Background: an optimization exercise with open tools, aiming at small area, a short achievable clock period and few clock cycles per item. Do not read the settings as production practice.
Function was checked by simulation only, so behaviour that the tests miss may differ from the original.

File: design/flow/design.v
    localparam [64*7-1:0] IP_TABLE = {
        7'd58, 7'd50, 7'd42, 7'd34, 7'd26, 7'd18, 7'd10, 7'd2, 7'd60, 7'd52, 7'd44, 7'd36, 7'd28, 7'd20, 7'd12, 7'd4,
        7'd62, 7'd54, 7'd46, 7'd38, 7'd30, 7'd22, 7'd14, 7'd6, 7'd64, 7'd56, 7'd48, 7'd40, 7'd32, 7'd24, 7'd16, 7'd8,
        7'd57, 7'd49, 7'd41, 7'd33, 7'd25, 7'd17, 7'd9, 7'd1, 7'd59, 7'd51, 7'd43, 7'd35, 7'd27, 7'd19, 7'd11, 7'd3,
        7'd61, 7'd53, 7'd45, 7'd37, 7'd29, 7'd21, 7'd13, 7'd5, 7'd63, 7'd55, 7'd47, 7'd39, 7'd31, 7'd23, 7'd15, 7'd7
    };
    localparam [64*7-1:0] FP_TABLE = {
        7'd40, 7'd8, 7'd48, 7'd16, 7'd56, 7'd24, 7'd64, 7'd32, 7'd39, 7'd7, 7'd47, 7'd15, 7'd55, 7'd23, 7'd63, 7'd31,
        7'd38, 7'd6, 7'd46, 7'd14, 7'd54, 7'd22, 7'd62, 7'd30, 7'd37, 7'd5, 7'd45, 7'd13, 7'd53, 7'd21, 7'd61, 7'd29,
        7'd36, 7'd4, 7'd44, 7'd12, 7'd52, 7'd20, 7'd60, 7'd28, 7'd35, 7'd3, 7'd43, 7'd11, 7'd51, 7'd19, 7'd59, 7'd27,
        7'd34, 7'd2, 7'd42, 7'd10, 7'd50, 7'd18, 7'd58, 7'd26, 7'd33, 7'd1, 7'd41, 7'd9, 7'd49, 7'd17, 7'd57, 7'd25
    };
    localparam [48*7-1:0] E_TABLE = {
        7'd32, 7'd1, 7'd2, 7'd3, 7'd4, 7'd5, 7'd4, 7'd5, 7'd6, 7'd7, 7'd8, 7'd9, 7'd8, 7'd9, 7'd10, 7'd11,
        7'd12, 7'd13, 7'd12, 7'd13, 7'd14, 7'd15, 7'd16, 7'd17, 7'd16, 7'd17, 7'd18, 7'd19, 7'd20, 7'd21, 7'd20, 7'd21,
        7'd22, 7'd23, 7'd24, 7'd25, 7'd24, 7'd25, 7'd26, 7'd27, 7'd28, 7'd29, 7'd28, 7'd29, 7'd30, 7'd31, 7'd32, 7'd1
    };
    localparam [32*7-1:0] P_TABLE = {
        7'd16, 7'd7, 7'd20, 7'd21, 7'd29, 7'd12, 7'd28, 7'd17, 7'd1, 7'd15, 7'd23, 7'd26, 7'd5, 7'd18, 7'd31, 7'd10,
        7'd2, 7'd8, 7'd24, 7'd14, 7'd32, 7'd27, 7'd3, 7'd9, 7'd19, 7'd13, 7'd30, 7'd6, 7'd22, 7'd11, 7'd4, 7'd25
    };
    localparam [56*7-1:0] PC1_TABLE = {
        7'd57, 7'd49, 7'd41, 7'd33, 7'd25, 7'd17, 7'd9, 7'd1, 7'd58, 7'd50, 7'd42, 7'd34, 7'd26, 7'd18, 7'd10, 7'd2,
        7'd59, 7'd51, 7'd43, 7'd35, 7'd27, 7'd19, 7'd11, 7'd3, 7'd60, 7'd52, 7'd44, 7'd36, 7'd63, 7'd55, 7'd47, 7'd39,
        7'd31, 7'd23, 7'd15, 7'd7, 7'd62, 7'd54, 7'd46, 7'd38, 7'd30, 7'd22, 7'd14, 7'd6, 7'd61, 7'd53, 7'd45, 7'd37,
        7'd29, 7'd21, 7'd13, 7'd5, 7'd28, 7'd20, 7'd12, 7'd4
    };
    localparam [48*7-1:0] PC2_TABLE = {
        7'd14, 7'd17, 7'd11, 7'd24, 7'd1, 7'd5, 7'd3, 7'd28, 7'd15, 7'd6, 7'd21, 7'd10, 7'd23, 7'd19, 7'd12, 7'd4,
        7'd26, 7'd8, 7'd16, 7'd7, 7'd27, 7'd20, 7'd13, 7'd2, 7'd41, 7'd52, 7'd31, 7'd37, 7'd47, 7'd55, 7'd30, 7'd40,
        7'd51, 7'd45, 7'd33, 7'd48, 7'd44, 7'd49, 7'd39, 7'd56, 7'd34, 7'd53, 7'd46, 7'd42, 7'd50, 7'd36, 7'd29, 7'd32
    };
    localparam [8*64*4-1:0] SBOX = {
        4'd11, 4'd6, 4'd5, 4'd3, 4'd0, 4'd9, 4'd12, 4'd15, 4'd13, 4'd8, 4'd10, 4'd4, 4'd7, 4'd14, 4'd1, 4'd2,
        4'd8, 4'd5, 4'd3, 4'd15, 4'd13, 4'd10, 4'd6, 4'd0, 4'd2, 4'd14, 4'd12, 4'd9, 4'd1, 4'd4, 4'd11, 4'd7,
        4'd2, 4'd9, 4'd14, 4'd0, 4'd11, 4'd6, 4'd5, 4'd12, 4'd4, 4'd7, 4'd3, 4'd10, 4'd8, 4'd13, 4'd15, 4'd1,
        4'd7, 4'd12, 4'd0, 4'd5, 4'd14, 4'd3, 4'd9, 4'd10, 4'd1, 4'd11, 4'd15, 4'd6, 4'd4, 4'd8, 4'd2, 4'd13,
        4'd12, 4'd3, 4'd2, 4'd14, 4'd15, 4'd0, 4'd5, 4'd9, 4'd7, 4'd10, 4'd4, 4'd1, 4'd8, 4'd13, 4'd11, 4'd6,
        4'd2, 4'd9, 4'd5, 4'd0, 4'd8, 4'd6, 4'd15, 4'd10, 4'd14, 4'd7, 4'd3, 4'd12, 4'd13, 4'd11, 4'd4, 4'd1,
        4'd6, 4'd8, 4'd15, 4'd2, 4'd12, 4'd5, 4'd3, 4'd14, 4'd10, 4'd1, 4'd9, 4'd4, 4'd7, 4'd11, 4'd0, 4'd13,
        4'd1, 4'd6, 4'd10, 4'd5, 4'd7, 4'd9, 4'd12, 4'd3, 4'd13, 4'd8, 4'd0, 4'd15, 4'd14, 4'd2, 4'd11, 4'd4,
        4'd13, 4'd8, 4'd0, 4'd6, 4'd7, 4'd1, 4'd14, 4'd11, 4'd10, 4'd15, 4'd5, 4'd9, 4'd12, 4'd2, 4'd3, 4'd4,
        4'd6, 4'd11, 4'd13, 4'd1, 4'd10, 4'd4, 4'd0, 4'd7, 4'd3, 4'd12, 4'd8, 4'd2, 4'd5, 4'd15, 4'd14, 4'd9,
        4'd8, 4'd3, 4'd11, 4'd0, 4'd14, 4'd13, 4'd1, 4'd6, 4'd5, 4'd9, 4'd12, 4'd7, 4'd2, 4'd4, 4'd15, 4'd10,
        4'd11, 4'd5, 4'd7, 4'd14, 4'd4, 4'd3, 4'd13, 4'd0, 4'd8, 4'd6, 4'd2, 4'd9, 4'd15, 4'd10, 4'd1, 4'd12,
        4'd3, 4'd5, 4'd4, 4'd10, 4'd9, 4'd0, 4'd15, 4'd6, 4'd13, 4'd2, 4'd14, 4'd1, 4'd7, 4'd12, 4'd8, 4'd11,
        4'd14, 4'd0, 4'd3, 4'd6, 4'd5, 4'd12, 4'd9, 4'd15, 4'd8, 4'd7, 4'd13, 4'd10, 4'd11, 4'd1, 4'd2, 4'd4,
        4'd6, 4'd8, 4'd9, 4'd3, 4'd10, 4'd15, 4'd0, 4'd5, 4'd1, 4'd13, 4'd7, 4'd4, 4'd12, 4'd2, 4'd11, 4'd14,
        4'd9, 4'd14, 4'd0, 4'd13, 4'd15, 4'd3, 4'd5, 4'd8, 4'd6, 4'd11, 4'd10, 4'd7, 4'd1, 4'd4, 4'd12, 4'd2,
        4'd14, 4'd2, 4'd7, 4'd12, 4'd11, 4'd5, 4'd4, 4'd9, 4'd8, 4'd13, 4'd1, 4'd10, 4'd6, 4'd0, 4'd15, 4'd3,
        4'd4, 4'd8, 4'd2, 4'd5, 4'd14, 4'd3, 4'd1, 4'd15, 4'd13, 4'd7, 4'd11, 4'd12, 4'd0, 4'd9, 4'd6, 4'd10,
        4'd9, 4'd14, 4'd10, 4'd1, 4'd12, 4'd2, 4'd7, 4'd4, 4'd3, 4'd0, 4'd15, 4'd6, 4'd5, 4'd11, 4'd8, 4'd13,
        4'd15, 4'd4, 4'd12, 4'd11, 4'd5, 4'd8, 4'd2, 4'd1, 4'd10, 4'd9, 4'd6, 4'd0, 4'd3, 4'd14, 4'd13, 4'd7,
        4'd12, 4'd2, 4'd5, 4'd11, 4'd3, 4'd14, 4'd15, 4'd4, 4'd7, 4'd8, 4'd9, 4'd6, 4'd0, 4'd13, 4'd10, 4'd1,
        4'd7, 4'd14, 4'd10, 4'd5, 4'd12, 4'd2, 4'd1, 4'd11, 4'd0, 4'd3, 4'd15, 4'd8, 4'd9, 4'd4, 4'd6, 4'd13,
        4'd1, 4'd15, 4'd11, 4'd12, 4'd14, 4'd5, 4'd8, 4'd2, 4'd10, 4'd6, 4'd4, 4'd3, 4'd9, 4'd0, 4'd7, 4'd13,
        4'd8, 4'd2, 4'd4, 4'd11, 4'd7, 4'd12, 4'd13, 4'd1, 4'd5, 4'd15, 4'd3, 4'd6, 4'd14, 4'd9, 4'd0, 4'd10,
        4'd9, 4'd14, 4'd5, 4'd0, 4'd12, 4'd7, 4'd6, 4'd11, 4'd2, 4'd4, 4'd15, 4'd3, 4'd1, 4'd10, 4'd8, 4'd13,
        4'd15, 4'd2, 4'd3, 4'd9, 4'd6, 4'd12, 4'd8, 4'd5, 4'd1, 4'd13, 4'd4, 4'd10, 4'd11, 4'd7, 4'd14, 4'd0,
        4'd5, 4'd11, 4'd9, 4'd6, 4'd10, 4'd1, 4'd0, 4'd12, 4'd14, 4'd8, 4'd2, 4'd15, 4'd7, 4'd4, 4'd13, 4'd3,
        4'd10, 4'd5, 4'd0, 4'd12, 4'd13, 4'd2, 4'd7, 4'd9, 4'd4, 4'd3, 4'd11, 4'd6, 4'd14, 4'd8, 4'd1, 4'd15,
        4'd13, 4'd6, 4'd0, 4'd10, 4'd14, 4'd3, 4'd11, 4'd5, 4'd7, 4'd1, 4'd9, 4'd4, 4'd2, 4'd8, 4'd12, 4'd15,
        4'd0, 4'd5, 4'd10, 4'd3, 4'd7, 4'd9, 4'd12, 4'd15, 4'd11, 4'd2, 4'd6, 4'd13, 4'd8, 4'd14, 4'd1, 4'd4,
        4'd8, 4'd3, 4'd5, 4'd9, 4'd11, 4'd12, 4'd6, 4'd10, 4'd1, 4'd13, 4'd2, 4'd14, 4'd4, 4'd7, 4'd15, 4'd0,
        4'd7, 4'd0, 4'd9, 4'd5, 4'd12, 4'd6, 4'd10, 4'd3, 4'd8, 4'd11, 4'd15, 4'd2, 4'd1, 4'd13, 4'd4, 4'd14
    };
    localparam [16*2-1:0] ENC_SHIFT = {
        2'd1, 2'd2, 2'd2, 2'd2, 2'd2, 2'd2, 2'd2, 2'd1, 2'd2, 2'd2, 2'd2, 2'd2, 2'd2, 2'd2, 2'd1, 2'd1
    };
    localparam [16*2-1:0] DEC_SHIFT = {
        2'd1, 2'd2, 2'd2, 2'd2, 2'd2, 2'd2, 2'd2, 2'd1, 2'd2, 2'd2, 2'd2, 2'd2, 2'd2, 2'd2, 2'd1, 2'd0
    };
    function automatic [63:0] des_ip(input [63:0] blk);
        integer i;
        for (i = 0; i < 64; i = i + 1) des_ip[63 - i] = blk[64 - IP_TABLE[(63 - i) * 7 +: 7]];
    endfunction
    function automatic [63:0] des_fp(input [63:0] blk);
        integer i;
        for (i = 0; i < 64; i = i + 1) des_fp[63 - i] = blk[64 - FP_TABLE[(63 - i) * 7 +: 7]];
    endfunction
    function automatic [55:0] des_pc1(input [63:0] key);
        integer i;
        for (i = 0; i < 56; i = i + 1) des_pc1[55 - i] = key[64 - PC1_TABLE[(55 - i) * 7 +: 7]];
    endfunction
    function automatic [47:0] des_pc2(input [55:0] cd);
        integer i;
        for (i = 0; i < 48; i = i + 1) des_pc2[47 - i] = cd[56 - PC2_TABLE[(47 - i) * 7 +: 7]];
    endfunction
    function automatic [31:0] des_feistel(input [31:0] r, input [47:0] k);
        reg [47:0] x;
        reg [31:0] s;
        reg [5:0]  grp;
        integer    i;
        integer    b;
        for (i = 0; i < 48; i = i + 1) x[47 - i] = r[32 - E_TABLE[(47 - i) * 7 +: 7]];
        x = x ^ k;
        for (b = 0; b < 8; b = b + 1) begin
            grp = x[47 - 6 * b -: 6];
            s[31 - 4 * b -: 4] = SBOX[{b[2:0], grp[5], grp[0], grp[4:1], 2'b00} +: 4];
        end
        for (i = 0; i < 32; i = i + 1) des_feistel[31 - i] = s[32 - P_TABLE[(31 - i) * 7 +: 7]];
    endfunction
`timescale 1ns/1ns
`default_nettype none
module des_core (
    input  wire        clk_i,
    input  wire        reset_i,
    input  wire        mode_i,
    input  wire        valid_i,
    input  wire        accept_i,
    input  wire [63:0] key_i,
    input  wire [63:0] data_i,
    output wire        accept_o,
    output wire [63:0] data_o_o,
    output wire        valid_o_o
);
    localparam [64*7-1:0] IP_TABLE = {
        7'd58, 7'd50, 7'd42, 7'd34, 7'd26, 7'd18, 7'd10, 7'd2, 7'd60, 7'd52, 7'd44, 7'd36, 7'd28, 7'd20, 7'd12, 7'd4,
        7'd62, 7'd54, 7'd46, 7'd38, 7'd30, 7'd22, 7'd14, 7'd6, 7'd64, 7'd56, 7'd48, 7'd40, 7'd32, 7'd24, 7'd16, 7'd8,
        7'd57, 7'd49, 7'd41, 7'd33, 7'd25, 7'd17, 7'd9, 7'd1, 7'd59, 7'd51, 7'd43, 7'd35, 7'd27, 7'd19, 7'd11, 7'd3,
        7'd61, 7'd53, 7'd45, 7'd37, 7'd29, 7'd21, 7'd13, 7'd5, 7'd63, 7'd55, 7'd47, 7'd39, 7'd31, 7'd23, 7'd15, 7'd7
    };
    localparam [64*7-1:0] FP_TABLE = {
        7'd40, 7'd8, 7'd48, 7'd16, 7'd56, 7'd24, 7'd64, 7'd32, 7'd39, 7'd7, 7'd47, 7'd15, 7'd55, 7'd23, 7'd63, 7'd31,
        7'd38, 7'd6, 7'd46, 7'd14, 7'd54, 7'd22, 7'd62, 7'd30, 7'd37, 7'd5, 7'd45, 7'd13, 7'd53, 7'd21, 7'd61, 7'd29,
        7'd36, 7'd4, 7'd44, 7'd12, 7'd52, 7'd20, 7'd60, 7'd28, 7'd35, 7'd3, 7'd43, 7'd11, 7'd51, 7'd19, 7'd59, 7'd27,
        7'd34, 7'd2, 7'd42, 7'd10, 7'd50, 7'd18, 7'd58, 7'd26, 7'd33, 7'd1, 7'd41, 7'd9, 7'd49, 7'd17, 7'd57, 7'd25
    };
    localparam [48*7-1:0] E_TABLE = {
        7'd32, 7'd1, 7'd2, 7'd3, 7'd4, 7'd5, 7'd4, 7'd5, 7'd6, 7'd7, 7'd8, 7'd9, 7'd8, 7'd9, 7'd10, 7'd11,
        7'd12, 7'd13, 7'd12, 7'd13, 7'd14, 7'd15, 7'd16, 7'd17, 7'd16, 7'd17, 7'd18, 7'd19, 7'd20, 7'd21, 7'd20, 7'd21,
        7'd22, 7'd23, 7'd24, 7'd25, 7'd24, 7'd25, 7'd26, 7'd27, 7'd28, 7'd29, 7'd28, 7'd29, 7'd30, 7'd31, 7'd32, 7'd1
    };
    localparam [32*7-1:0] P_TABLE = {
        7'd16, 7'd7, 7'd20, 7'd21, 7'd29, 7'd12, 7'd28, 7'd17, 7'd1, 7'd15, 7'd23, 7'd26, 7'd5, 7'd18, 7'd31, 7'd10,
        7'd2, 7'd8, 7'd24, 7'd14, 7'd32, 7'd27, 7'd3, 7'd9, 7'd19, 7'd13, 7'd30, 7'd6, 7'd22, 7'd11, 7'd4, 7'd25
    };
    localparam [56*7-1:0] PC1_TABLE = {
        7'd57, 7'd49, 7'd41, 7'd33, 7'd25, 7'd17, 7'd9, 7'd1, 7'd58, 7'd50, 7'd42, 7'd34, 7'd26, 7'd18, 7'd10, 7'd2,
        7'd59, 7'd51, 7'd43, 7'd35, 7'd27, 7'd19, 7'd11, 7'd3, 7'd60, 7'd52, 7'd44, 7'd36, 7'd63, 7'd55, 7'd47, 7'd39,
        7'd31, 7'd23, 7'd15, 7'd7, 7'd62, 7'd54, 7'd46, 7'd38, 7'd30, 7'd22, 7'd14, 7'd6, 7'd61, 7'd53, 7'd45, 7'd37,
        7'd29, 7'd21, 7'd13, 7'd5, 7'd28, 7'd20, 7'd12, 7'd4
    };
    localparam [48*7-1:0] PC2_TABLE = {
        7'd14, 7'd17, 7'd11, 7'd24, 7'd1, 7'd5, 7'd3, 7'd28, 7'd15, 7'd6, 7'd21, 7'd10, 7'd23, 7'd19, 7'd12, 7'd4,
        7'd26, 7'd8, 7'd16, 7'd7, 7'd27, 7'd20, 7'd13, 7'd2, 7'd41, 7'd52, 7'd31, 7'd37, 7'd47, 7'd55, 7'd30, 7'd40,
        7'd51, 7'd45, 7'd33, 7'd48, 7'd44, 7'd49, 7'd39, 7'd56, 7'd34, 7'd53, 7'd46, 7'd42, 7'd50, 7'd36, 7'd29, 7'd32
    };
    localparam [8*64*4-1:0] SBOX = {
        4'd11, 4'd6, 4'd5, 4'd3, 4'd0, 4'd9, 4'd12, 4'd15, 4'd13, 4'd8, 4'd10, 4'd4, 4'd7, 4'd14, 4'd1, 4'd2,
        4'd8, 4'd5, 4'd3, 4'd15, 4'd13, 4'd10, 4'd6, 4'd0, 4'd2, 4'd14, 4'd12, 4'd9, 4'd1, 4'd4, 4'd11, 4'd7,
        4'd2, 4'd9, 4'd14, 4'd0, 4'd11, 4'd6, 4'd5, 4'd12, 4'd4, 4'd7, 4'd3, 4'd10, 4'd8, 4'd13, 4'd15, 4'd1,
        4'd7, 4'd12, 4'd0, 4'd5, 4'd14, 4'd3, 4'd9, 4'd10, 4'd1, 4'd11, 4'd15, 4'd6, 4'd4, 4'd8, 4'd2, 4'd13,
        4'd12, 4'd3, 4'd2, 4'd14, 4'd15, 4'd0, 4'd5, 4'd9, 4'd7, 4'd10, 4'd4, 4'd1, 4'd8, 4'd13, 4'd11, 4'd6,
        4'd2, 4'd9, 4'd5, 4'd0, 4'd8, 4'd6, 4'd15, 4'd10, 4'd14, 4'd7, 4'd3, 4'd12, 4'd13, 4'd11, 4'd4, 4'd1,
        4'd6, 4'd8, 4'd15, 4'd2, 4'd12, 4'd5, 4'd3, 4'd14, 4'd10, 4'd1, 4'd9, 4'd4, 4'd7, 4'd11, 4'd0, 4'd13,
        4'd1, 4'd6, 4'd10, 4'd5, 4'd7, 4'd9, 4'd12, 4'd3, 4'd13, 4'd8, 4'd0, 4'd15, 4'd14, 4'd2, 4'd11, 4'd4,
        4'd13, 4'd8, 4'd0, 4'd6, 4'd7, 4'd1, 4'd14, 4'd11, 4'd10, 4'd15, 4'd5, 4'd9, 4'd12, 4'd2, 4'd3, 4'd4,
        4'd6, 4'd11, 4'd13, 4'd1, 4'd10, 4'd4, 4'd0, 4'd7, 4'd3, 4'd12, 4'd8, 4'd2, 4'd5, 4'd15, 4'd14, 4'd9,
        4'd8, 4'd3, 4'd11, 4'd0, 4'd14, 4'd13, 4'd1, 4'd6, 4'd5, 4'd9, 4'd12, 4'd7, 4'd2, 4'd4, 4'd15, 4'd10,
        4'd11, 4'd5, 4'd7, 4'd14, 4'd4, 4'd3, 4'd13, 4'd0, 4'd8, 4'd6, 4'd2, 4'd9, 4'd15, 4'd10, 4'd1, 4'd12,
        4'd3, 4'd5, 4'd4, 4'd10, 4'd9, 4'd0, 4'd15, 4'd6, 4'd13, 4'd2, 4'd14, 4'd1, 4'd7, 4'd12, 4'd8, 4'd11,
        4'd14, 4'd0, 4'd3, 4'd6, 4'd5, 4'd12, 4'd9, 4'd15, 4'd8, 4'd7, 4'd13, 4'd10, 4'd11, 4'd1, 4'd2, 4'd4,
        4'd6, 4'd8, 4'd9, 4'd3, 4'd10, 4'd15, 4'd0, 4'd5, 4'd1, 4'd13, 4'd7, 4'd4, 4'd12, 4'd2, 4'd11, 4'd14,
        4'd9, 4'd14, 4'd0, 4'd13, 4'd15, 4'd3, 4'd5, 4'd8, 4'd6, 4'd11, 4'd10, 4'd7, 4'd1, 4'd4, 4'd12, 4'd2,
        4'd14, 4'd2, 4'd7, 4'd12, 4'd11, 4'd5, 4'd4, 4'd9, 4'd8, 4'd13, 4'd1, 4'd10, 4'd6, 4'd0, 4'd15, 4'd3,
        4'd4, 4'd8, 4'd2, 4'd5, 4'd14, 4'd3, 4'd1, 4'd15, 4'd13, 4'd7, 4'd11, 4'd12, 4'd0, 4'd9, 4'd6, 4'd10,
        4'd9, 4'd14, 4'd10, 4'd1, 4'd12, 4'd2, 4'd7, 4'd4, 4'd3, 4'd0, 4'd15, 4'd6, 4'd5, 4'd11, 4'd8, 4'd13,
        4'd15, 4'd4, 4'd12, 4'd11, 4'd5, 4'd8, 4'd2, 4'd1, 4'd10, 4'd9, 4'd6, 4'd0, 4'd3, 4'd14, 4'd13, 4'd7,
        4'd12, 4'd2, 4'd5, 4'd11, 4'd3, 4'd14, 4'd15, 4'd4, 4'd7, 4'd8, 4'd9, 4'd6, 4'd0, 4'd13, 4'd10, 4'd1,
        4'd7, 4'd14, 4'd10, 4'd5, 4'd12, 4'd2, 4'd1, 4'd11, 4'd0, 4'd3, 4'd15, 4'd8, 4'd9, 4'd4, 4'd6, 4'd13,
        4'd1, 4'd15, 4'd11, 4'd12, 4'd14, 4'd5, 4'd8, 4'd2, 4'd10, 4'd6, 4'd4, 4'd3, 4'd9, 4'd0, 4'd7, 4'd13,
        4'd8, 4'd2, 4'd4, 4'd11, 4'd7, 4'd12, 4'd13, 4'd1, 4'd5, 4'd15, 4'd3, 4'd6, 4'd14, 4'd9, 4'd0, 4'd10,
        4'd9, 4'd14, 4'd5, 4'd0, 4'd12, 4'd7, 4'd6, 4'd11, 4'd2, 4'd4, 4'd15, 4'd3, 4'd1, 4'd10, 4'd8, 4'd13,
        4'd15, 4'd2, 4'd3, 4'd9, 4'd6, 4'd12, 4'd8, 4'd5, 4'd1, 4'd13, 4'd4, 4'd10, 4'd11, 4'd7, 4'd14, 4'd0,
        4'd5, 4'd11, 4'd9, 4'd6, 4'd10, 4'd1, 4'd0, 4'd12, 4'd14, 4'd8, 4'd2, 4'd15, 4'd7, 4'd4, 4'd13, 4'd3,
        4'd10, 4'd5, 4'd0, 4'd12, 4'd13, 4'd2, 4'd7, 4'd9, 4'd4, 4'd3, 4'd11, 4'd6, 4'd14, 4'd8, 4'd1, 4'd15,
        4'd13, 4'd6, 4'd0, 4'd10, 4'd14, 4'd3, 4'd11, 4'd5, 4'd7, 4'd1, 4'd9, 4'd4, 4'd2, 4'd8, 4'd12, 4'd15,
        4'd0, 4'd5, 4'd10, 4'd3, 4'd7, 4'd9, 4'd12, 4'd15, 4'd11, 4'd2, 4'd6, 4'd13, 4'd8, 4'd14, 4'd1, 4'd4,
        4'd8, 4'd3, 4'd5, 4'd9, 4'd11, 4'd12, 4'd6, 4'd10, 4'd1, 4'd13, 4'd2, 4'd14, 4'd4, 4'd7, 4'd15, 4'd0,
        4'd7, 4'd0, 4'd9, 4'd5, 4'd12, 4'd6, 4'd10, 4'd3, 4'd8, 4'd11, 4'd15, 4'd2, 4'd1, 4'd13, 4'd4, 4'd14
    };
    localparam [16*2-1:0] ENC_SHIFT = {
        2'd1, 2'd2, 2'd2, 2'd2, 2'd2, 2'd2, 2'd2, 2'd1, 2'd2, 2'd2, 2'd2, 2'd2, 2'd2, 2'd2, 2'd1, 2'd1
    };
    localparam [16*2-1:0] DEC_SHIFT = {
        2'd1, 2'd2, 2'd2, 2'd2, 2'd2, 2'd2, 2'd2, 2'd1, 2'd2, 2'd2, 2'd2, 2'd2, 2'd2, 2'd2, 2'd1, 2'd0
    };
    function automatic [63:0] des_ip(input [63:0] blk);
        integer i;
        for (i = 0; i < 64; i = i + 1) des_ip[63 - i] = blk[64 - IP_TABLE[(63 - i) * 7 +: 7]];
    endfunction
    function automatic [63:0] des_fp(input [63:0] blk);
        integer i;
        for (i = 0; i < 64; i = i + 1) des_fp[63 - i] = blk[64 - FP_TABLE[(63 - i) * 7 +: 7]];
    endfunction
    function automatic [55:0] des_pc1(input [63:0] key);
        integer i;
        for (i = 0; i < 56; i = i + 1) des_pc1[55 - i] = key[64 - PC1_TABLE[(55 - i) * 7 +: 7]];
    endfunction
    function automatic [47:0] des_pc2(input [55:0] cd);
        integer i;
        for (i = 0; i < 48; i = i + 1) des_pc2[47 - i] = cd[56 - PC2_TABLE[(47 - i) * 7 +: 7]];
    endfunction
    function automatic [31:0] des_feistel(input [31:0] r, input [47:0] k);
        reg [47:0] x;
        reg [31:0] s;
        reg [5:0]  grp;
        integer    i;
        integer    b;
        for (i = 0; i < 48; i = i + 1) x[47 - i] = r[32 - E_TABLE[(47 - i) * 7 +: 7]];
        x = x ^ k;
        for (b = 0; b < 8; b = b + 1) begin
            grp = x[47 - 6 * b -: 6];
            s[31 - 4 * b -: 4] = SBOX[{b[2:0], grp[5], grp[0], grp[4:1], 2'b00} +: 4];
        end
        for (i = 0; i < 32; i = i + 1) des_feistel[31 - i] = s[32 - P_TABLE[(31 - i) * 7 +: 7]];
    endfunction
    reg         idle;       
    reg         busy;       
    reg         vld;        
    reg  [3:0]  cnt;        
    reg         dec;
    reg  [31:0] l_q;
    reg  [31:0] r_q;
    reg  [27:0] c_q;        
    reg  [27:0] d_q;
    assign accept_o  = idle || (vld && accept_i);
    assign valid_o_o = vld;
    assign data_o_o  = des_fp({r_q, l_q});
    wire load = valid_i && accept_o;
    wire [31:0] r_new = l_q ^ des_feistel(r_q, des_pc2({c_q, d_q}));
    wire [63:0] ip    = des_ip(data_i);
    always @(posedge clk_i) begin
        if (busy) begin
            l_q <= r_q;
            r_q <= r_new;
        end else if (!vld || accept_i) begin
            l_q <= ip[63:32];
            r_q <= ip[31:0];
        end
    end
    wire [55:0] cd0 = des_pc1(key_i);
    wire [27:0] c0  = cd0[55:28];
    wire [27:0] d0  = cd0[27:0];
    reg         sl1, sl2, sr1, sr2;
    wire        ld_d = !busy &&  mode_i;
    wire        ld_e = !busy && !mode_i;
    function automatic [27:0] key_next(input [27:0] x, input [27:0] x0,
                                       input l1, input l2, input r1, input r2,
                                       input ld, input le);
        key_next = ({28{l1}} & {x[26:0], x[27]})    | ({28{l2}} & {x[25:0], x[27:26]})
                 | ({28{r1}} & {x[0], x[27:1]})     | ({28{r2}} & {x[1:0], x[27:2]})
                 | ({28{ld}} & x0)                  | ({28{le}} & {x0[26:0], x0[27]});
    endfunction
    always @(posedge clk_i) begin
        c_q <= key_next(c_q, c0, sl1, sl2, sr1, sr2, ld_d, ld_e);
        d_q <= key_next(d_q, d0, sl1, sl2, sr1, sr2, ld_d, ld_e);
    end
    always @(posedge clk_i) begin
        if (busy) begin
            cnt <= cnt + 4'd1;
        end else begin
            cnt <= 4'd0;
            dec <= mode_i;
        end
    end
    wire one = (cnt == 4'd6) || (cnt == 4'd13);
    always @(posedge clk_i or negedge reset_i) begin
        if (!reset_i) begin
            idle <= 1'b1;
            busy <= 1'b0;
            vld  <= 1'b0;
            sl1  <= 1'b0;
            sl2  <= 1'b0;
            sr1  <= 1'b0;
            sr2  <= 1'b0;
        end else if (busy) begin
            if (cnt == 4'd15) begin
                busy <= 1'b0;
                vld  <= 1'b1;
                sl1  <= 1'b0;
                sl2  <= 1'b0;
                sr1  <= 1'b0;
                sr2  <= 1'b0;
            end else begin
                sl1  <= !dec &&  one;
                sl2  <= !dec && !one;
                sr1  <=  dec &&  one;
                sr2  <=  dec && !one;
            end
        end else if (load) begin
            idle <= 1'b0;
            busy <= 1'b1;
            vld  <= 1'b0;
            sl1  <= !mode_i;
            sl2  <= 1'b0;
            sr1  <=  mode_i;
            sr2  <= 1'b0;
        end else if (vld && accept_i) begin
            idle <= 1'b1;
            vld  <= 1'b0;
        end
    end
endmodule
`default_nettype wire
File: design/flow/flow/run.sh
#!/bin/bash
# Standard ORFS layout with three changes:
#  - synthesis maps the logic with ABC script abc_map.script (choice-based
#    mapping with area recovery) instead of ORFS's;
#  - XOR/AND pairs are left to ABC (no half-adder extraction);
#  - ports get plain buffers instead of the resizer's default pick (a delay cell).
# The tools' output goes to standard.log; ORFS's own logs stay under orfs/logs.
set -euo pipefail
here=$(pwd)
{
  echo "proc abc {args} {"
  echo "  set i [lsearch -exact \$args -script]"
  echo "  if {\$i >= 0} { lset args [expr {\$i + 1}] $here/flow/abc_map.script }"
  echo "  yosys abc {*}\$args"
  echo "}"
  cat synth_recipe.tcl
} > my_synth.tcl
bash standard.sh "SYNTH_SCRIPT=$here/my_synth.tcl" "ADDER_MAP_FILE=" \
  "BUFFER_PORTS_ARGS=-buffer_cell sky130_fd_sc_hd__buf_1" finish > standard.log 2>&1
File: design/flow/flow/abc_map.script
strash
dch -f
map
strash
dch -f
map
topo
stime -c
File: design/flow/standard.sh
#!/bin/bash
# synth_recipe.tcl (not shown) runs the flow's synth.tcl, then flattens the netlist and writes it again
# the make line also repeats each setting of config.mk as NAME=value (left out here)
make -C /OpenROAD-flow-scripts/flow DESIGN_CONFIG=/design/flow/config.mk WORK_HOME=/design/flow/orfs CLKGATE_MAP_FILE= SYNTH_SCRIPT=/design/flow/synth_recipe.tcl "${@:-finish}"
File: design/flow/config.mk
export PLATFORM = sky130hd
export DESIGN_NAME = des_core
export DESIGN_NICKNAME = des_core
export VERILOG_FILES = /design/flow/design.v
export SDC_FILE = /design/flow/constraint.sdc
export NUM_CORES = 4
export LEC_CHECK = 0
export ABC_AREA = 1
export CAP_MARGIN = 20
export CORE_MARGIN = 2
export CORE_UTILIZATION = 60
export CTS_BUF_LIST = sky130_fd_sc_hd__clkbuf_8
export SETUP_SLACK_MARGIN = 2.45
export SLEW_MARGIN = 20
File: design/flow/constraint.sdc
create_clock -name core_clock -period 4.8 [get_ports {clk_i}]
set_input_delay 0.9600 -clock core_clock [delete_from_list [all_inputs] [get_ports {clk_i}]]
set_output_delay 0.9600 -clock core_clock [all_outputs]
set_load 0.01 [all_outputs]
==> reports/results.tsv, run 1 <==
metric	value	unit
maxSlewHeadroom	0.291	
endpoint_kind	flip-flop	
cts_tree	built	
worstMarginPinSlew	1.06	ns
firstDrtPassIters	11	
synth.area.top_cells	edfxtp_1 19%, nand3_1 16%, a22oi_1 12%	
min_period	2.39	ns
reg2reg_from	r_q[28]$_DFFE_PP_	
synth-async-reset-ratio	0.0530	
fin_skew	0.0140	ns
critPathLaunchType	flip-flop	
ys_seq_elements	132	
grt-ovfl-total	0	
dieArea	18500	um2
antenna_found_initial	0	
nets	1891	
totalWireLength	39600	um
clock-sinks	132	
rsz0062_at_grt	yes	
cts_root_buffer	clkbuf_8	
synth_cell_types	36	
drive_gt1_frac	0.0892	
io_buffer_count	190	
vias	13400	
wl_per_cell	19.8	um
syn_area	10500	um2
setup_tns	0	ns
fin_ws	2.41	ns
synth_top_area_share	0.187	
critPathKind	reg -> reg	
area_growth	22.9	%
fp.dieW	136	um
seq_area_frac_synth	0.319	
grt_pass1_vias	11500	
place_ws	1.99	ns
ios	199	
fp.coreArea	17200	um2
status	finished clean	
layout_commonest_cell	nand3_1	
worstPathRequired	5.02	ns
ant_nets	0	
yosysWarnings	1	
grt_max_degree	76	
rows	48	
grtUsageTotal	0.406	
mostFrequentLayoutCells	332 x nand3_1, 323 x nand2_1, 187 x buf_1	
fp.dieH	136	um
gp_congestion	1.04	
max_freq	0.418	GHz
synth_nets	1635	
antenna_cells	0	
grt_pass1_wl	58900	um
n_fill_cell	1404	
hpwl	27200	um
syn-instance-count	1502	
cts_made_buffers	17	
cts.clk_slew.worst_paths	0.09	ns
clk_latency	0.47	ns
cap_violations	0	
yosysTopAreaCell	edfxtp_1	
viasPerCell	6.73	
syn_avg_cell_area	6.96	um2
final_cells	1996	
hold_class	in -> async	
hold_slack	0.372	ns
start_util	0.608	
synth_ff_type	edfxtp_1	
cp_data_arrival_time	2.61	ns
synth_edf_count	65	
final_hold_viol_count	0	
finalMaxSlewViolations	0	
period_share	0.498	
htree_levels	4	
crit_fanout	8	
multi_input_area	7310	um2
drt_iter0_markers	2122	
clock_path_buffers	2	
dp.cells	1927	
drc	0	
setup_viol	0	
critPathLaunch	r_q[28]$_DFFE_PP_	
seq_area	3340	um2
==> timing repair <==
item | CTS | global route
buffers inserted | 11 | 26
gates resized for setup | 32 | 59
pin swaps | 4 | 15
setup endpoints to repair | 35 | 39
hold buffers | 0 | 0
==> kinds of logic after synthesis <==
logic type / count (synthesis) / synth area share
compound gates: 406 / 0.260
buf+inv: 100 / 0.0359
flops: 132 / 0.319
simple gates: 820 / 0.348
xor+xnor: 43 / 0.0360
mux: 1 / 0.00108
==> metal layers <==
metal	up-vias	wire, um	share of wire	GRT usage
met5	-	0	0	0
met2	993	17600	0.44	0.620
met3	162	5240	0.13	0.113
met1	6096	14900	0.38	0.536
met4	0	1860	0.047	0.185
li1	6189	-	-	-
==> final cells by class <==
class | instances | share of cell area
tap | 225 | 0.0219
timing repair buffer | 237 | 0.0884
clock inverter | 15 | 0.0123
inverter | 100 | 0.0304
clock buffer | 17 | 0.0182
multi-input combinational | 1270 | 0.569
sequential | 132 | 0.260
==> metrics by stage <==
step	util	area, um2
after global placement	0.674	11600
after detailed placement	0.674	11600
after global routing	0.748	12800
after CTS	0.714	12300
final	0.748	12800
after floorplan	-	10500
==> worst max-delay path, cell delays in order, from the launching register on <==
cell and delay (ns):
edfxtp_1 0.47, buf_4 0.25, nor2_1 0.09, nor2_1 0.46
clkinv_1 0.27, o311ai_0 0.23, nand3_1 0.19, nand2_1 0.10
o21ai_0 0.09
==> synth_stat cells, drive strengths merged (6+ instances only) <==
cell,instances
nand3,335
nand2,332
a22oi,172
clkinv,100
nor2,99
a21oi,82
edfxtp,65
dfxtp,60
nand4,45
o21ai,42
a31oi,39
o211ai,33
xnor2,23
xor2,20
o2bb2ai,11
o22ai,7
dfrtp,6
==> registers in the layout, indices dropped and copies added, names as in the netlist <==
register	count
l_q	32
dec	1
sl1	1
cnt	4
vld	1
sr2	1
sl2	1
sr1	1
busy	1
d_q	28
c_q	28
r_q	32
idle	1
==> worst paths after layout <==
path,to,slack (ns),cells past startpoint
max,r_q[14]$_DFFE_PP_,2.41,8
min,vld$_DFFE_PN0P_,0.37,1
max reg2reg,r_q[14]$_DFFE_PP_,2.41,8
min reg2reg,cnt[0]$_SDFF_PN0_,0.46,1
max in group asynchronous,idle$_DFFE_PN1P_,4.12,1
min in group core_clock,cnt[0]$_SDFF_PN0_,0.46,1
Testbench counts, summed over its fixed seeds: cycles 8,712, items 512.
==> inputs of run 2 (changes only) <==
--- a/design/flow/config.mk
+++ b/design/flow/config.mk
@@ -8,7 +8,7 @@
 export ABC_AREA = 1
 export CAP_MARGIN = 20
 export CORE_MARGIN = 2
-export CORE_UTILIZATION = 60
+export CORE_UTILIZATION = 40
 export CTS_BUF_LIST = sky130_fd_sc_hd__clkbuf_8
 export SETUP_SLACK_MARGIN = 2.45
 export SLEW_MARGIN = 20
==> run 2 against run 1 <==
Against the previous run: global-route usage is 11 points lower; synthesized area stayed put; still clean; sequential share of layout area is 0.53 points lower; fmax is 1.7% higher; routed wire length is 7.8% higher; register-to-register slack better by 0.04 ns; die area is 48% higher; flip-flop and latch count stayed put; largest cell class unchanged; critical path depth stayed put; critical path type unchanged; highest routed layer unchanged.
==> reports/results.tsv, run 2 <==
metric	value	unit	change
critPathKind	reg -> reg		unchanged
vias	13200		was 13,400
io_buffer_count	190		unchanged
antenna_cells	0		unchanged
cts.clk_slew.worst_paths	0.11	ns	was 0.09 ns
clock_path_buffers	2		unchanged
cap_violations	0		unchanged
grt_pass1_vias	11600		was 11,500
critPathLaunchType	flip-flop		unchanged
grt_pass1_wl	65100	um	was 58,900 um
slowest_stage	edfxtp_1		unchanged
finalMaxSlewViolations	0		unchanged
maxSlewHeadroom	0.294		was 0.291
viasPerCell	6.23		was 6.73
hpwl	30100	um	was 27,200 um
ys_seq_elements	132		unchanged
crit_chain	buf_4 -> xnor2_4 -> nand2_2 -> o211ai_1 -> nand3_1 -> nand3_1 -> nand3_1 -> a31oi_1		was buf_4 -> nor2_1 -> nor2_1 -> clkinv_1 -> o311ai_0 -> nand3_1 -> nand2_1 -> o21ai_0
synth_fa_ha_area_frac	0		unchanged
rsz0062_at_grt	yes		unchanged
cts_root_buffer	clkbuf_8		unchanged
synth_edf_count	65		unchanged
synth_cell_types	36		unchanged
hold_slack	0.376	ns	was 0.372 ns
seq_area_frac_synth	0.319		unchanged
syn_area	10500	um2	unchanged
setup_viol	0		unchanged
yosysMostFrequentCell	nand3_1		unchanged
crit_fanout	9		was 8
syn-instance-count	1502		unchanged
cp_data_arrival_time	2.58	ns	was 2.61 ns
drt_iter0_markers	1669		was 2,122
synth_nets	1635		unchanged
worstMarginPinSlew	1.06	ns	about the same
grt_max_degree	65		was 76
synth_top_area_share	0.187		unchanged
period_share	0.489		was 0.498
clk_latency	0.47	ns	about the same
totalWireLength	42600	um	was 39,600 um
slowest_delay	0.51	ns	was 0.47 ns
status	finished clean		unchanged
hold_class	in -> async		unchanged
yosysTopAreaCell	edfxtp_1		unchanged
area_growth	25.7	%	was 22.9%
worstPathRequired	5.03	ns	was 5.02 ns
synth_xor_area_frac	0.0360		unchanged
clock-sinks	132		unchanged
crit_path_frequent_cell	nand3_1		was nor2_1
max_freq	0.426	GHz	was 0.418 GHz
antenna_found_initial	0		unchanged
drc	0		unchanged
reg_top3	l_q: 32 flops, r_q: 32 flops		unchanged
wl_per_cell	20.1	um	was 19.8 um
synth_ff_type	edfxtp_1		unchanged
grtUsageTotal	0.294		was 0.406
synthTopCellsByCount	335 x nand3_1, 332 x nand2_1, 172 x a22oi_1, 100 x clkinv_1, 99 x nor2_1		unchanged
synth-async-reset-ratio	0.0530		unchanged
synth-simple-area-share	0.348		unchanged
cts_made_buffers	17		unchanged
fp.coreArea	25800	um2	was 17,200 um2
cts_tree	built		unchanged
start_util	0.405		was 0.608
firstDrtPassIters	8		was 11
nets	1902		was 1,891
fin_skew	0.0278	ns	was 0.0140 ns
r2r_cells	8		unchanged
setup_tns	0	ns	unchanged
ios	199		unchanged
synth_top_family_by_area	simple AND/OR/NAND/NOR gates		unchanged
layout_commonest_cell	nand3_1		unchanged
min_period	2.35	ns	was 2.39 ns
fp.dieH	166	um	was 136 um
yosysWarnings	1		unchanged
dieArea	27400	um2	was 18,500 um2
syn_avg_cell_area	6.96	um2	unchanged
ant_nets	0		unchanged
fp.dieW	166	um	was 136 um
gp_congestion	0.973		was 1.04
synth.area.top_cells	edfxtp_1 19%, nand3_1 16%, a22oi_1 12%		unchanged
mostFrequentLayoutCells	332 x nand3_1, 322 x nand2_1, 188 x buf_1		was 332 x nand3_1, 323 x nand2_1, 187 x buf_1
drive_gt1_frac	0.100		was 0.0892
muxShareOfSynthArea	0.00108		unchanged
grt-ovfl-total	0		unchanged
rows	59		was 48
htree_levels	4		unchanged
synth_compound_area_frac	0.260		unchanged
n_fill_cell	2723		was 1,404
endpoint_kind	flip-flop		unchanged
final_hold_viol_count	0		unchanged
-- run 2: area by class of cell --
cell class / instances / area (um2) / share of cell area
multi-input cells: 1270 / 7410 / 0.564
flip-flops and latches: 132 / 3340 / 0.255
repair buffers: 248 / 1230 / 0.0934
well taps: 335 / 419 / 0.0319
inverters: 100 / 389 / 0.0296
clock buffers: 18 / 248 / 0.0189
clock inverters: 14 / 100 / 0.00762
-- run 2: timing repair --
action,in CTS,in global routing
resized for setup,33,73
hold buffers,0,0
hold endpoints to repair,0,0
buffers inserted,16,33
pin swaps,4,10
setup endpoints to repair,106,36
-- run 2: per-layer routing --
metal  vias to the layer above  part of all wire  global-route usage
li1                       6208                 -                   -
met1                      6195              0.43               0.406
met2                       700              0.46               0.473
met3                        90             0.075              0.0392
met4                         0             0.033               0.104
met5                         -                 0                   0
-- run 2: logic make-up (layout without fill, tap and decap cells) --
logic type | count (synthesis) | in the layout
buffers and inverters | 100 | 380
xor gates and xnor gates | 43 | 43
DFF | 132 | 132
AOI/OAI and AO/OA | 406 | 406
muxes | 1 | 1
and+or+nand+nor | 820 | 820
-- run 2: metrics by stage --
step                       util  setup WS (ns)  cells  cell area, um2
after floorplan               -           2.38   1502           10500
after global placement    0.453           1.90   2036           11700
after detailed placement  0.453           1.88   2036           11700
after CTS                 0.479           2.26   2084           12400
after global routing      0.508           2.32   2117           13100
final                     0.508           2.45   2117           13100
-- run 2: path summary, 6_finish.rpt --
check                                  start                end  slack (ns)
setup / recovery           r_q[14]$_DFFE_PP_  r_q[24]$_DFFE_PP_        2.45
hold / removal                       reset_i    vld$_DFFE_PN0P_        0.38
setup reg to reg           r_q[14]$_DFFE_PP_  r_q[24]$_DFFE_PP_        2.45
hold reg to reg            cnt[0]$_SDFF_PN0_  cnt[0]$_SDFF_PN0_        0.45
max in group asynchronous            reset_i   idle$_DFFE_PN1P_        4.12
min in group core_clock    cnt[0]$_SDFF_PN0_  cnt[0]$_SDFF_PN0_        0.45
-- run 2: critical path, delay by kind of cell, from the launching register on --
family	cells	cell delay, ns
flops	1	0.51
simple gates	4	0.49
buf+inv	1	0.20
xor+xnor	1	0.31
compound gates	2	0.58
==> inputs of run 3 (changes only) <==
==> design/flow/flow/abc_map.script (replaced) <==
strash
&get -n
&st
&dch
&nf -R 1000
&put
topo
stime -c
==> run 3 against run 2 <==
Against the previous run: still clean; synthesized cell count down 29%; count of clock-buffer cells in the layout up 2; clock skew down 0.0096 ns; sequential share of layout area down 0.47 points; cell count down 20%; synthesized area down 12%; via count down 20%; final area up 2.5%; highest routed layer unchanged.
==> reports/results.tsv, run 3 <==
metric	value	unit	change
status	finished clean		unchanged
hold_class	in -> async		unchanged
ant_nets	0		unchanged
grt_max_degree	65		unchanged
fp.coreArea	22600	um2	was 25,800 um2
worstMarginPinSlew	1.08	ns	was 1.06 ns
path_depth	9		was 8
dp.cells	1549		was 2,036
antenna_cells	0		unchanged
crit_chain	xor2_2 -> nor2_1 -> or2_4 -> o21ai_0 -> nor2_1 -> a211oi_1 -> a31oi_1 -> xnor2_1 -> a21oi_1		was buf_4 -> xnor2_4 -> nand2_2 -> o211ai_1 -> nand3_1 -> nand3_1 -> nand3_1 -> a31oi_1
fp.dieH	155	um	was 166 um
grtUsageTotal	0.265		was 0.294
synth_top_area_share	0.213		was 0.187
synth-async-reset-ratio	0.0530		unchanged
hpwl	22200	um	was 30,100 um
fin_skew	0.0182	ns	was 0.0278 ns
synth_edf_count	65		unchanged
seq_area_frac_synth	0.364		was 0.319
grt_pass1_vias	9096		was 11,600
synthTopCellsByCount	139 x nand2_1, 121 x nor2_1, 115 x a21oi_1, 95 x o21ai_0, 84 x a222oi_1		was 335 x nand3_1, 332 x nand2_1, 172 x a22oi_1, 100 x clkinv_1, 99 x nor2_1
cts_root_buffer	clkbuf_8		unchanged
fp.dieW	155	um	was 166 um
drt_iter0_markers	1458		was 1,669
start_util	0.405		about the same
syn_avg_cell_area	8.56	um2	was 6.96 um2
grt_pass1_wl	50400	um	was 65,100 um
min_period	2.41	ns	was 2.35 ns
endpoint	r_q[7]$_DFFE_PP_		was r_q[24]$_DFFE_PP_
cap_violations	0		unchanged
cts.clk_slew.worst_paths	0.09	ns	was 0.11 ns
r2r_cells	9		was 8
reg_top3	l_q: 32 flops, r_q: 32 flops		unchanged
synth_cell_types	45		was 36
slowest_stage	edfxtp_1		unchanged
hold_slack	0.396	ns	was 0.376 ns
period_share	0.501		was 0.489
htree_levels	4		unchanged
crit_path_frequent_cell	nor2_1		was nand3_1
area_growth	47.1	%	was 25.7%
critPathLaunchType	flip-flop		unchanged
r2r_slack	2.39	ns	was 2.45 ns
viasPerCell	6.24		was 6.23
rr_endpoint	r_q[7]$_DFFE_PP_		was r_q[24]$_DFFE_PP_
rows	55		was 59
setup_tns	0	ns	unchanged
antenna_found_initial	0		unchanged
maxSlewHeadroom	0.280		was 0.294
setup_viol	0		unchanged
cts_tree	built		unchanged
yosysMostFrequentCell	nand2_1		was nand3_1
syn_area	9150	um2	was 10,500 um2
critPathKind	reg -> reg		unchanged
ys_seq_elements	132		unchanged
cp_data_arrival_time	2.60	ns	was 2.58 ns
mostFrequentLayoutCells	188 x buf_1, 113 x nand2_1, 99 x a21oi_1		was 332 x nand3_1, 322 x nand2_1, 188 x buf_1
clk_latency	0.46	ns	was 0.47 ns
firstDrtPassIters	14		was 8
final_hold_viol_count	0		unchanged
finalMaxSlewViolations	0		unchanged
synth_nets	1201		was 1,635
totalWireLength	34700	um	was 42,600 um
synth.area.top_cells	edfxtp_1 21%, dfxtp_1 13%, a222oi_1 9.2%		was edfxtp_1 19%, nand3_1 16%, a22oi_1 12%
dieArea	24100	um2	was 27,400 um2
synth_ff_type	edfxtp_1		unchanged
io_buffer_count	190		unchanged
cts_made_buffers	17		unchanged
layout_commonest_cell	buf_1		was nand3_1
clock-sinks	132		unchanged
endpoint_kind	flip-flop		unchanged
grt-ovfl-total	0		unchanged
max_freq	0.416	GHz	was 0.426 GHz
gp_congestion	0.963		was 0.973
critPathLaunch	r_q[12]$_DFFE_PP_		was r_q[14]$_DFFE_PP_
vias	10600		was 13,200
rsz0062_at_grt	yes		unchanged
yosysWarnings	1		unchanged
cp_num_buf_inv	0		was 1
final_cells	1691		was 2,117
clock_path_buffers	2		unchanged
wl_per_cell	20.5	um	was 20.1 um
n_fill_cell	1984		was 2,723
cp_top_family	XOR/XNOR gates		was compound AO/OA/AOI/OAI gates
ios	199		unchanged
syn-instance-count	1068		was 1,502
reg2reg_from	r_q[12]$_DFFE_PP_		was r_q[14]$_DFFE_PP_
yosysTopAreaCell	edfxtp_1		unchanged
slowest_delay	0.50	ns	was 0.51 ns
worstPathRequired	4.99	ns	was 5.03 ns
drive_gt1_frac	0.276		was 0.100
drc	0		unchanged
nets	1526		was 1,902
crit_fanout	5		was 9
-- run 3: changes by cell type after synthesis, moves of 53 or more --
| cell | change |
|---|---|
| nand3_1 | -292 |
| nand2_1 | -193 |
| a22oi_1 | -141 |
| clkinv_1 | -95 |
| a222oi_1 | +84 |
| o21ai_0 | +53 |
-- run 3: per-layer routing --
metal	track usage	wire [um]
met5	0	0
met1	0.379	14500
met4	0.104	1230
met2	0.409	16100
met3	0.0351	2910
-- run 3: how the worst min path moves through the flow --
stage,startpoint,end,depth (start not counted)
final,reset_i,sr2$_DFFE_PN0P_,1
after global routing,reset_i,sr2$_DFFE_PN0P_,1
after CTS,reset_i,sr2$_DFFE_PN0P_,1
after detailed placement,cnt[0]$_SDFF_PN0_,cnt[0]$_SDFF_PN0_,1
after global placement,cnt[0]$_SDFF_PN0_,cnt[0]$_SDFF_PN0_,1
after floorplan,cnt[0]$_SDFF_PN0_,cnt[0]$_SDFF_PN0_,1
-- run 3: logic make-up (layout without fill, tap and decap cells) --
| kind of cell | after synthesis | in the layout | synth area share |
|---|---|---|---|
| AO/OA/AOI/OAI | 419 | 419 | 0.309 |
| AND/OR/NAND/NOR | 345 | 345 | 0.157 |
| XOR/XNOR | 135 | 135 | 0.129 |
| flip-flops | 132 | 132 | 0.364 |
| multiplexers | 32 | 32 | 0.0394 |
| buffers and inverters | 5 | 343 | 0.00205 |
-- run 3: what timing repair did --
| action | in CTS | in global routing |
|---|---|---|
| setup buffers | 59 | 51 |
| hold buffers | 0 | 0 |
| endpoints found under the setup margin | 33 | 83 |
| gates resized for setup | 145 | 211 |
| hold endpoints to repair | 0 | 0 |
| pin swaps | 38 | 113 |
-- run 3: cell type report --
type	count	area, um2	area share
multi-input combinational	931	7520	0.559
sequential	132	3360	0.250
clock inverter	12	199	0.0148
timing repair buffer	306	1720	0.128
inverter	5	21.3	0.00158
tap	285	357	0.0265
clock buffer	20	275	0.0205
-- run 3: per-stage QoR --
stage           util  instance area (um2)  worst slack (ns)
6_report       0.596                13500              2.39
5_1_grt        0.596                13500              2.30
4_1_cts        0.537                12100              2.29
3_5_place_dp   0.460                10400              1.80
3_3_place_gp   0.460                10400              1.79
2_1_floorplan      -                 9240              2.32
==> inputs of run 4 (changes only) <==
==> design/flow/flow/abc_map.script (replaced) <==
strash
&get -n
&st
&dch
&nf
&put
strash
dch -f
map
topo
stime -c
--- a/design/flow/config.mk
+++ b/design/flow/config.mk
@@ -10,5 +10,6 @@
 export CORE_MARGIN = 2
 export CORE_UTILIZATION = 40
 export CTS_BUF_LIST = sky130_fd_sc_hd__clkbuf_8
+export PLACE_DENSITY = 0.7
 export SETUP_SLACK_MARGIN = 2.45
 export SLEW_MARGIN = 20
==> run 4 against run 3 <==
Against the previous run: still clean; routed wire length increased by 16%; hold slack got worse by 0.012 ns; synthesized area increased by 11%; utilization decreased by 8.5 points; fmax increased by 2.9%; via count increased by 20%; non-clock buffer count decreased by 55; critical endpoint is now data_o_o[38].
==> reports/results.tsv, run 4 <==
metric	value	unit	change
worstPathRequired	3.84	ns	was 4.99 ns
dr_wl_met3	3860	um	was 2910 um
grt_pass1_vias	11000		was 9,096
rsz0062_at_grt	yes		unchanged
drt_iter0_markers	1594		was 1,458
grt_max_degree	48		was 65
cap_violations	0		unchanged
seq_area_frac_synth	0.329		was 0.364
maxSlewHeadroom	0.297		was 0.280
drc	0		unchanged
cp_num_buf_inv	2		was 0
syn-instance-count	1445		was 1,068
min_period	2.34	ns	was 2.41 ns
wl_per_cell	19.5	um	was 20.5 um
io_buffer_count	190		unchanged
postCtsHoldBufs	0		unchanged
ios	199		unchanged
worstMarginPinSlew	1.05	ns	was 1.08 ns
rows	58		was 55
endpoint_kind	output port		was flip-flop
cp_top_family	flip-flops		was XOR/XNOR gates
firstDrtPassIters	6		was 14
cts_tree	built		unchanged
synthTopCellsByCount	365 x nand2_1, 208 x nand3_1, 125 x a22oi_1, 118 x a21oi_1, 112 x clkinv_1		was 139 x nand2_1, 121 x nor2_1, 115 x a21oi_1, 95 x o21ai_0, 84 x a222oi_1
final_hold_viol_count	0		unchanged
antenna_found_initial	2		was 0
hpwl	28700	um	was 22,200 um
route.met2.wl	17900	um	was 16,100 um
yosysMostFrequentCell	nand2_1		unchanged
drive_gt1_frac	0.110		was 0.276
synth-async-reset-ratio	0.0530		unchanged
grtUsageTotal	0.293		was 0.265
start_util	0.404		was 0.405
period_share	0.487		was 0.501
ant_nets	0		unchanged
setup_tns	0	ns	unchanged
crit_chain	buf_4 -> buf_1		was xor2_2 -> nor2_1 -> or2_4 -> o21ai_0 -> nor2_1 -> a211oi_1 -> a31oi_1 -> xnor2_1 -> a21oi_1
cts_root_buffer	clkbuf_8		unchanged
fp.dieH	163	um	was 155 um
clock_path_buffers	2		unchanged
synth_cell_types	36		was 45
clock-sinks	132		unchanged
finalMaxSlewViolations	0		unchanged
grt_pass1_wl	60400	um	was 50,400 um
fin_ws	2.46	ns	was 2.39 ns
viasPerCell	6.13		was 6.24
vias	12600		was 10,600
cts_made_buffers	17		unchanged
layout_commonest_cell	nand2_1		was buf_1
synth.area.top_cells	edfxtp_1 19%, nand2_1 14%, dfxtp_1 12%		was edfxtp_1 21%, dfxtp_1 13%, a222oi_1 9.2%
hold_class	in -> async		unchanged
slowest_stage	edfxtp_1		unchanged
totalWireLength	40200	um	was 34,700 um
cts.clk_slew.worst_paths	0.08	ns	was 0.09 ns
nets	1850		was 1,526
synth_ff_type	edfxtp_1		unchanged
fp.dieW	163	um	was 155 um
cp_data_arrival_time	1.38	ns	was 2.60 ns
crit_fanout	5		unchanged
synth_top_area_share	0.193		was 0.213
max_freq	0.428	GHz	was 0.416 GHz
mostFrequentLayoutCells	352 x nand2_1, 207 x nand3_1, 188 x buf_1		was 188 x buf_1, 113 x nand2_1, 99 x a21oi_1
wl_met1	16900	um	was 14,500 um
ys_seq_elements	132		unchanged
yosysTopAreaCell	edfxtp_1		unchanged
grt-ovfl-total	0		unchanged
status	finished clean		unchanged
dieArea	26600	um2	was 24,100 um2
clk_latency	0.48	ns	was 0.46 ns
critPathKind	reg -> out		was reg -> reg
area_growth	26.3	%	was 47.1%
synth_edf_count	65		unchanged
synth_nets	1578		was 1,201
critPathLaunchType	flip-flop		unchanged
reg_top3	l_q: 32 flops, r_q: 32 flops		unchanged
syn_avg_cell_area	7.01	um2	was 8.56 um2
fp.coreArea	25000	um2	was 22,600 um2
place_ws	1.92	ns	was 1.80 ns
setup_viol	0		unchanged
gp_congestion	0.972		was 0.963
yosysWarnings	1		unchanged
top_layer	met4		unchanged
fin_skew	0.0143	ns	was 0.0182 ns
slowest_delay	0.56	ns	was 0.50 ns
syn_area	10100	um2	was 9150 um2
htree_levels	4		unchanged
run 4: logic make-up (layout without fill, tap and decap cells):
group / count (synthesis) / count (layout) / share of synthesized area
DFF: 132 / 132 / 0.329
xor gates and xnor gates: 43 / 44 / 0.0372
and+or+nand+nor: 708 / 709 / 0.302
AOI/OAI and AO/OA: 450 / 450 / 0.291
other: 0 / 2 / 0
buffers and inverters: 112 / 395 / 0.0415
run 4: worst paths after layout:
kind                                    from                 to  slack, ns  depth (start not counted)
setup / recovery           r_q[27]$_DFFE_PP_       data_o_o[38]       2.46                          2
hold / removal                       reset_i     busy$_DFF_PN0_       0.38                          1
setup reg to reg            r_q[0]$_DFFE_PP_  r_q[27]$_DFFE_PP_       2.48                          9
hold reg to reg            cnt[0]$_SDFF_PN0_  cnt[0]$_SDFF_PN0_       0.45                          1
max in group asynchronous            reset_i     busy$_DFF_PN0_       4.09                          1
min in group core_clock    cnt[0]$_SDFF_PN0_  cnt[0]$_SDFF_PN0_       0.45                          1
run 4: routing by layer:
| layer | track usage | vias to the layer above |
|---|---|---|
| li1 | - | 5929 |
| met1 | 0.406 | 5876 |
| met2 | 0.447 | 727 |
| met3 | 0.0500 | 101 |
| met4 | 0.129 | 0 |
| met5 | 0 | - |
run 4: cell type report:
type,count,area [um2]
antenna,2,5.00
inverter,112,432
tap,330,413
clock buffer,17,234
multi-input combinational,1203,6980
clock inverter,15,141
sequential,132,3340
fill,2516,12300
timing repair buffer,251,1240
run 4: timing repair:
item	CTS	global route
gates resized for setup	33	74
pin swaps	3	7
setup endpoints to repair	93	43
gates cloned	1	1
buffers inserted	21	30
run 4: stage by stage:
step	instance area (um2)	utilization	hold WS, ns	std cells
2_1_floorplan	10200	-	0.417	1445
3_3_place_gp	11400	0.454	0.428	1975
3_5_place_dp	11400	0.454	0.434	1975
4_1_cts	12100	0.485	0.373	2029
5_1_grt	12800	0.511	0.399	2062
6_report	12800	0.511	0.384	2062
==> inputs of run 5 (changes only) <==
--- a/design/flow/config.mk
+++ b/design/flow/config.mk
@@ -10,6 +10,5 @@
 export CORE_MARGIN = 2
 export CORE_UTILIZATION = 40
 export CTS_BUF_LIST = sky130_fd_sc_hd__clkbuf_8
-export PLACE_DENSITY = 0.7
 export SETUP_SLACK_MARGIN = 2.45
 export SLEW_MARGIN = 20
==> run 5 against run 4 <==
Against the previous run: flip-flop and latch count unchanged; die area did not move; critical endpoint is now accept_o; synthesized area did not move.
==> reports/results.tsv, run 5 <==
metric	value	unit	change
viasPerCell	6.11		was 6.13
synth_xor_area_frac	0.0372		unchanged
worstMarginPinSlew	1.09	ns	was 1.05 ns
synthTopCellsByCount	365 x nand2_1, 208 x nand3_1, 125 x a22oi_1, 118 x a21oi_1, 112 x clkinv_1		unchanged
clock_path_buffers	2		unchanged
yosysTopAreaCell	edfxtp_1		unchanged
vias	12600		about the same
grt_max_degree	88		was 48
start_util	0.404		unchanged
hold_slack	0.395	ns	was 0.384 ns
final_hold_viol_count	0		unchanged
nets	1847		was 1,850
htree_levels	4		unchanged
setup_tns	0	ns	unchanged
ys_seq_elements	132		unchanged
fp.coreArea	25000	um2	unchanged
endpoint_kind	output port		unchanged
period_share	0.488		was 0.487
rsz0062_at_grt	yes		unchanged
ant_nets	0		unchanged
layout_commonest_cell	nand2_1		unchanged
fp.dieH	163	um	unchanged
firstDrtPassIters	7		was 6
crit_fanout	3		was 5
antenna_found_initial	2		unchanged
dieArea	26600	um2	unchanged
clock-sinks	132		unchanged
synth_cell_types	36		unchanged
grtUsageTotal	0.297		was 0.293
synth_edf_count	65		unchanged
cts_tree	built		unchanged
critPathKind	in -> out		was reg -> out
slowest_stage	a21oi_4		was edfxtp_1
ios	199		unchanged
gp_congestion	0.965		was 0.972
synth_ff_type	edfxtp_1		unchanged
clk_latency	0.46	ns	was 0.48 ns
drt_iter0_markers	1439		was 1,594
synth.area.top_cells	edfxtp_1 19%, nand2_1 14%, dfxtp_1 12%		unchanged
syn_area	10100	um2	unchanged
synth_fa_ha_area_frac	0		unchanged
maxSlewHeadroom	0.273		was 0.297
finalMaxSlewViolations	0		unchanged
rows	58		unchanged
critPathLaunch	accept_i		was r_q[27]$_DFFE_PP_
hold_class	in -> async		unchanged
setup_viol	0		unchanged
synth_top_area_share	0.193		unchanged
cts.clk_slew.worst_paths	0.09	ns	was 0.08 ns
cp_data_arrival_time	1.38	ns	about the same
synth_top_family_by_area	simple AND/OR/NAND/NOR gates		unchanged
fp.dieW	163	um	unchanged
grt-ovfl-total	0		unchanged
postCtsHoldBufs	0		unchanged
cap_violations	0		unchanged
hpwl	29100	um	was 28,700 um
max_freq	0.427	GHz	was 0.428 GHz
syn-instance-count	1445		unchanged
totalWireLength	40500	um	was 40,200 um
drive_gt1_frac	0.118		was 0.110
synth_compound_area_frac	0.291		unchanged
wl_per_cell	19.6	um	was 19.5 um
synth-async-reset-ratio	0.0530		unchanged
reg_top3	l_q: 32 flops, r_q: 32 flops		unchanged
area_growth	26.6	%	was 26.3%
slowest_delay	0.14	ns	was 0.56 ns
io_buffer_count	190		unchanged
status	finished clean		unchanged
-- run 5: cell count changes in the layout (fill, tap and decap cells not counted), moves of 4 or more --
cell	before	now
clkinv_1	107	103
clkinvlp_4	8	4
dfxtp_1	53	48
dfxtp_2	7	12
xnor2_2	15	10
xnor2_4	8	13
-- run 5: path summary, 6_finish.rpt --
check,end,slack (ns),depth (start not counted)
worst max-delay path,accept_o,2.46,4
worst min-delay path,sr2$_DFFE_PN0P_,0.40,1
worst max register to register,r_q[26]$_DFFE_PP_,2.50,6
worst min register to register,cnt[0]$_SDFF_PN0_,0.45,1
max in group asynchronous,busy$_DFF_PN0_,4.07,1
min in group core_clock,cnt[0]$_SDFF_PN0_,0.45,1
-- run 5: stage by stage --
step | util | instance area (um2) | setup slack, ns | std cells
6_report | 0.512 | 12800 | 2.46 | 2061
5_1_grt | 0.512 | 12800 | 2.38 | 2059
4_1_cts | 0.485 | 12100 | 2.40 | 2026
3_5_place_dp | 0.454 | 11400 | 1.98 | 1975
3_3_place_gp | 0.454 | 11400 | 2.01 | 1975
2_1_floorplan | - | 10200 | 2.52 | 1445
-- run 5: cell type report --
type                    instances  area, um2
fillers                      2600      12200
multi-input cells            1202       7060
flip-flops and latches        132       3350
repair buffers                249       1200
inverters                     112        428
well taps                     330        413
clock buffers                  17        234
clock inverters                15        130
diodes                          4       10.0
-- run 5: worst max-delay path: cells and delay by family --
family | cells | cell delay (ns)
AOI/OAI and AO/OA | 1 | 0.14
buffers and inverters | 3 | 0.29
-- run 5: timing repair --
item / in CTS / in global routing
pin swaps: 4 / 9
endpoints found under the setup margin: 95 / 41
hold endpoints to repair: 0 / 0
gates resized for setup: 45 / 84
cloned: 1 / 0
buffers inserted: 18 / 31
-- run 5: cells by family (layout without fill, tap and decap cells) --
group	count (synthesis)	count (layout)
buf+inv	112	393
simple gates	708	709
other cells	0	4
compound gates	450	450
flops	132	132
xor+xnor	43	43
-- run 5: metal layers --
layer  vias to the layer above  global-route usage  routed length (um)
met5                         -                   0                   0
met1                      5918               0.420               18100
li1                       5939                   -                   -
met2                       646               0.447               17800
met4                         0               0.109                1260
met3                        84              0.0587                3370

==> what the ideal ports hide <==
Ports are ideal in the flow. The routed layouts listed here were re-timed in OpenROAD. Step 1, drivers: a clkbuf_16 drives clk_i and a buf_2 each remaining input, both assumed. Step 2 moves the port delays by t, midway between the first and last clock arrival at a register: inputs arrive t later, outputs are due t later. That takes back most of the time a late clock gives input paths. Slacks: no drivers / after step 1 / after step 2; pairs: no drivers / after step 1.
run	shift t [ns]	setup slack, ns	hold WS [ns]	worst register clock-pin slew, ns	worst slew at a driven data input, ns
run 1	0.510	2.410 / 2.398 / 1.979	0.372 / 0.353 / 0.457	0.09 / 0.09	0.06
run 2	0.500	2.451 / 2.409 / 2.111	0.376 / 0.351 / 0.451	0.11 / 0.11	0.07
run 3	0.491	2.395 / 2.389 / 2.140	0.396 / 0.372 / 0.452	0.09 / 0.09	0.08
run 4	0.516	2.463 / 2.417 / 1.984	0.384 / 0.361 / 0.454	0.09 / 0.09	0.08
run 5	0.493	2.456 / 2.416 / 2.079	0.395 / 0.377 / 0.450	0.10 / 0.10	0.08
After both steps setup and hold are still met in every run listed. For run 4, which loses most, drivers alone change the setup slack by -0.046 ns; drivers and shift together by -0.479 ns.
